Source: an optimization exercise on an open RTL-to-GDS flow (aim: small area). Production flows keep margins and buffers that such runs may drop.
The RTL was checked by simulation tests, not by an equivalence proof against the original design.

==> flow/design.v (excerpt) <==
module fast_detector #(
    parameter int IMG_WIDTH  = 32,
    parameter int IMG_HEIGHT = 24,
    parameter int EDGE       = 4,
    parameter int THRESHOLD  = 20
) (
    input  logic   i_clk,
    input  logic   i_rst_n,
    input  logic   i_valid,
    input  logic   i_start,
    input  logic [7:0]  i_pixel,
    output logic   o_ready,
    output logic   o_start,
    output logic   o_end,
    output logic   o_point_valid,
    output logic [28:0] o_point
);
    fast_pkg::fast_circle_t circle;
    fast_pkg::corner_t      corner;
    logic [9:0]             cnt;
    logic                   chain_en;
    fast_frame_ctrl #(
        .IMG_WIDTH  (IMG_WIDTH),
        .IMG_HEIGHT (IMG_HEIGHT)
    ) i_fast_frame_ctrl (
        .i_clk         (i_clk),
        .i_rst_n       (i_rst_n),
        .i_valid       (i_valid),
        .i_start       (i_start),
        .o_ready       (o_ready),
        .o_start       (o_start),
        .o_end         (o_end),
        .o_point_valid (o_point_valid),
        .o_cnt         (cnt),
        .o_chain_en    (chain_en)
    );
    fast_window #(
        .IMG_WIDTH (IMG_WIDTH)
    ) i_fast_window (
        .i_clk      (i_clk),
        .i_valid    (i_valid),
        .i_chain_en (chain_en),
        .i_pixel    (i_pixel),
        .o_circle   (circle)
    );
    fast_segment_test #(
        .THRESHOLD (THRESHOLD)
    ) i_fast_segment_test (
        .i_circle (circle),
        .o_corner (corner)
    );
    fast_border_mask #(
        .IMG_WIDTH  (IMG_WIDTH),
        .IMG_HEIGHT (IMG_HEIGHT),
        .EDGE       (EDGE)
    ) i_fast_border_mask (
        .i_cnt    (cnt),
        .i_corner (corner),
        .o_point  (o_point)
    );
endmodule
Size in the first run: about 1,500 flip-flops, roughly 0.060 mm2 of cells after synthesis.
make LEC_CHECK=0 ABC_AREA=1 CAP_MARGIN=20 CORE_MARGIN=2 CORE_UTILIZATION=65 CTS_BUF_LIST=sky130_fd_sc_hd__clkbuf_16 CTS_CLUSTER_DIAMETER=100 CTS_CLUSTER_SIZE=30 PLACE_DENSITY=0.75 SLEW_MARGIN=20 finish   # period 20.0 ns
run.sh (not shown) runs the stock make flow with config.mk's settings and CLKGATE_MAP_FILE= SYNTH_SCRIPT=/design/flow/synth_recipe.tcl, a recipe that flattens the netlist after the stock synthesis.
The baseline finished clean.
Then changed:
- CTS_BUF_LIST: sky130_fd_sc_hd__clkbuf_16 -> sky130_fd_sc_hd__clkbuf_8
- CTS_CLUSTER_DIAMETER: 100 -> 80
- CTS_CLUSTER_SIZE: 30 -> 16
Wire length decreases by 4.7%.
Synthesized cell count does not change.
Via count shrinks by 0.31%.
Then changed:
- CTS_BUF_LIST: sky130_fd_sc_hd__clkbuf_8 -> not set
- CTS_CLUSTER_DIAMETER: 80 -> not set
- CTS_CLUSTER_SIZE: 16 -> not set
Effect:
- final area goes up by 4.4%
- area after synthesis stays the same
- cell count goes up by 2.6%
- utilization goes up by 3.1 points
- worst hold slack improved by 0.014 ns

fast_detector, a different RTL version from the one above (not shown whole).
For scale: about 2800 cells after synthesis, ~45 I/O pins, roughly 56000 um2 of cells after synthesis.
export LEC_CHECK = 0
export CAP_MARGIN = 20
export CORE_MARGIN = 2
export CORE_UTILIZATION = 65
export CTS_BUF_LIST = sky130_fd_sc_hd__clkbuf_16
export CTS_CLUSTER_DIAMETER = 80
export CTS_CLUSTER_SIZE = 25
export PLACE_DENSITY = 0.75
export SLEW_MARGIN = 20
create_clock -name core_clock -period 20.0 [get_ports {i_clk}]
standard.sh (not shown) runs the stock make flow with config.mk's settings and CLKGATE_MAP_FILE= SYNTH_SCRIPT=/design/flow/synth_recipe.tcl, a recipe that flattens the netlist after the stock synthesis.
==> flow/flow/run.sh <==
#!/bin/bash
# Own flow: the standard layout (standard.sh, all ORFS steps and settings
# unchanged) with changes to the synthesis's mapping only:
#  - Yosys's synth runs with -noabc, so the explicit full adder equations of
#    the RTL reach extract_fa as written (no pre-mapping abc -fast pass that
#    inverts them);
#  - extract_fa extracts full adders only, leaving half adders to abc;
set -euo pipefail
W=$PWD
F=$W/flow
sed -e 's/extract_fa {\*}\[dont_use_extract_fa_args\]/extract_fa -fa/' \
    -e "s#  log_cmd abc {\*}\$abc_args#  log_cmd abc {*}[lreplace \$abc_args 1 1 $F/abc_area_relaxed.script]#" \
    "$FLOW_HOME/scripts/synth.tcl" > "$W/own_synth_core.tcl"
grep -q 'extract_fa -fa' "$W/own_synth_core.tcl"
grep -q 'abc_area_relaxed.script' "$W/own_synth_core.tcl"
{
    echo 'proc synth {args} { yosys synth -nofsm -noshare -noabc {*}$args }'
    echo "source $W/own_synth_core.tcl"
    tail -n +3 "$W/synth_recipe.tcl"
} > "$W/own_synth.tcl"
sed "s#SYNTH_SCRIPT=[^ ]*#SYNTH_SCRIPT=$W/own_synth.tcl#" "$W/standard.sh" > "$W/own_standard.sh"
grep -q "SYNTH_SCRIPT=$W/own_synth.tcl" "$W/own_standard.sh"
export CTS_ARGS="-sink_clustering_enable -repair_clock_nets -sink_clustering_size 28 -sink_clustering_max_diameter 90 -buf_list sky130_fd_sc_hd__clkbuf_16 -dont_use_dummy_load"
export BUFFER_PORTS_ARGS="-buffer_cell sky130_fd_sc_hd__buf_1"
bash "$W/own_standard.sh" finish > "$W/own_flow_make.log" 2>&1
==> flow/flow/abc_area_relaxed.script <==
&get -n
&st
&dch
&nf
&st
&syn2
&if -g -K 6
&synch2
&nf
&st
&syn2
&if -g -K 6
&synch2
&nf
&st
&dch -f
&nf -a
&st
&dch -f
&nf -p -R 100
&put
topo
stime -c
==> next run, changes <==
--- a/flow/config.mk
+++ b/flow/config.mk
@@ -9,7 +9,6 @@
 export CORE_MARGIN = 2
 export CORE_UTILIZATION = 65
-export CTS_BUF_LIST = sky130_fd_sc_hd__clkbuf_16
-export CTS_CLUSTER_DIAMETER = 80
-export CTS_CLUSTER_SIZE = 25
+export GPL_ROUTABILITY_DRIVEN = 0
+export GPL_TIMING_DRIVEN = 0
 export PLACE_DENSITY = 0.75
 export SLEW_MARGIN = 20
Result:
- routed wire length decreases by 23%
- hold slack is better by 0.024 ns
- core utilization climbs by 1.1 points
- final area is higher by about 1.6%
- die area is unchanged
- synthesized area stays the same
- synthesized cell count does not change
==> next run, changes <==
--- a/flow/config.mk
+++ b/flow/config.mk
@@ -8,7 +8,5 @@
 export CAP_MARGIN = 20
 export CORE_MARGIN = 2
-export CORE_UTILIZATION = 65
-export GPL_ROUTABILITY_DRIVEN = 0
-export GPL_TIMING_DRIVEN = 0
-export PLACE_DENSITY = 0.75
+export CORE_UTILIZATION = 70
+export PLACE_DENSITY = 0.8
 export SLEW_MARGIN = 20
Effect: Count of clock-buffer cells in the layout is unchanged. Worst setup slack degrades by 0.21 ns. Design area shrinks by about 1.7%. Final cell count shrinks by 2.9%. Via count grows by about 12%. Sequential cell count stays the same. Area after synthesis stays the same. Global-route usage grows by 14 points. First-iteration DRC count grows by about 80%.
==> next run, changes <==
--- a/flow/config.mk
+++ b/flow/config.mk
@@ -8,5 +8,8 @@
 export CAP_MARGIN = 20
 export CORE_MARGIN = 2
-export CORE_UTILIZATION = 70
-export PLACE_DENSITY = 0.8
+export CORE_UTILIZATION = 65
+export CTS_BUF_LIST = sky130_fd_sc_hd__clkbuf_16
+export CTS_CLUSTER_DIAMETER = 90
+export CTS_CLUSTER_SIZE = 28
+export PLACE_DENSITY = 0.85
 export SLEW_MARGIN = 20
Result: Clock-buffer cell count does not change; hold slack gets better by 0.0033 ns; core utilization goes down by 5.4 points; non-clock buffer count drops by 8; synthesized area stays the same; wire length went down by 7.7%; setup slack improves by 0.50 ns.

-- port drivers added, routing unchanged --
No port has a modelled driver above. Below, the same layouts with a new extraction and two added sets of constraints.
Step 1 sets driving cells, clkbuf_16 on the clock port and buf_2 on the other inputs (assumed; they add their load-dependent delay and slew).
Step 2 times the ports against the registers' clock, not the clock port: input delays grow and output delays shrink by t, the midpoint of the rising clock arrivals with the driver on.
Slacks: ideal ports / drivers / drivers and shift; pairs: ideal ports / drivers.
run | t (ns) | setup WS [ns] | pins driven straight from the clock port
the first run of note 1 | 0.768 | 2.153 / 2.080 / 2.847 | 1
the second run of note 1 | 0.842 | 2.081 / 2.009 / 2.851 | 1
the third run of note 1 | 0.824 | 2.115 / 2.042 / 2.866 | 1
the first run of note 2 | 0.694 | 6.751 / 6.751 / 6.751 | 1
the second run of note 2 | 0.709 | 5.655 / 5.655 / 5.655 | 1
the third run of note 2 | 0.748 | 5.449 / 5.449 / 5.449 | 1
the fourth run of note 2 | 0.714 | 5.952 / 5.952 / 5.952 | 1
After both steps every run listed still meets setup and hold.
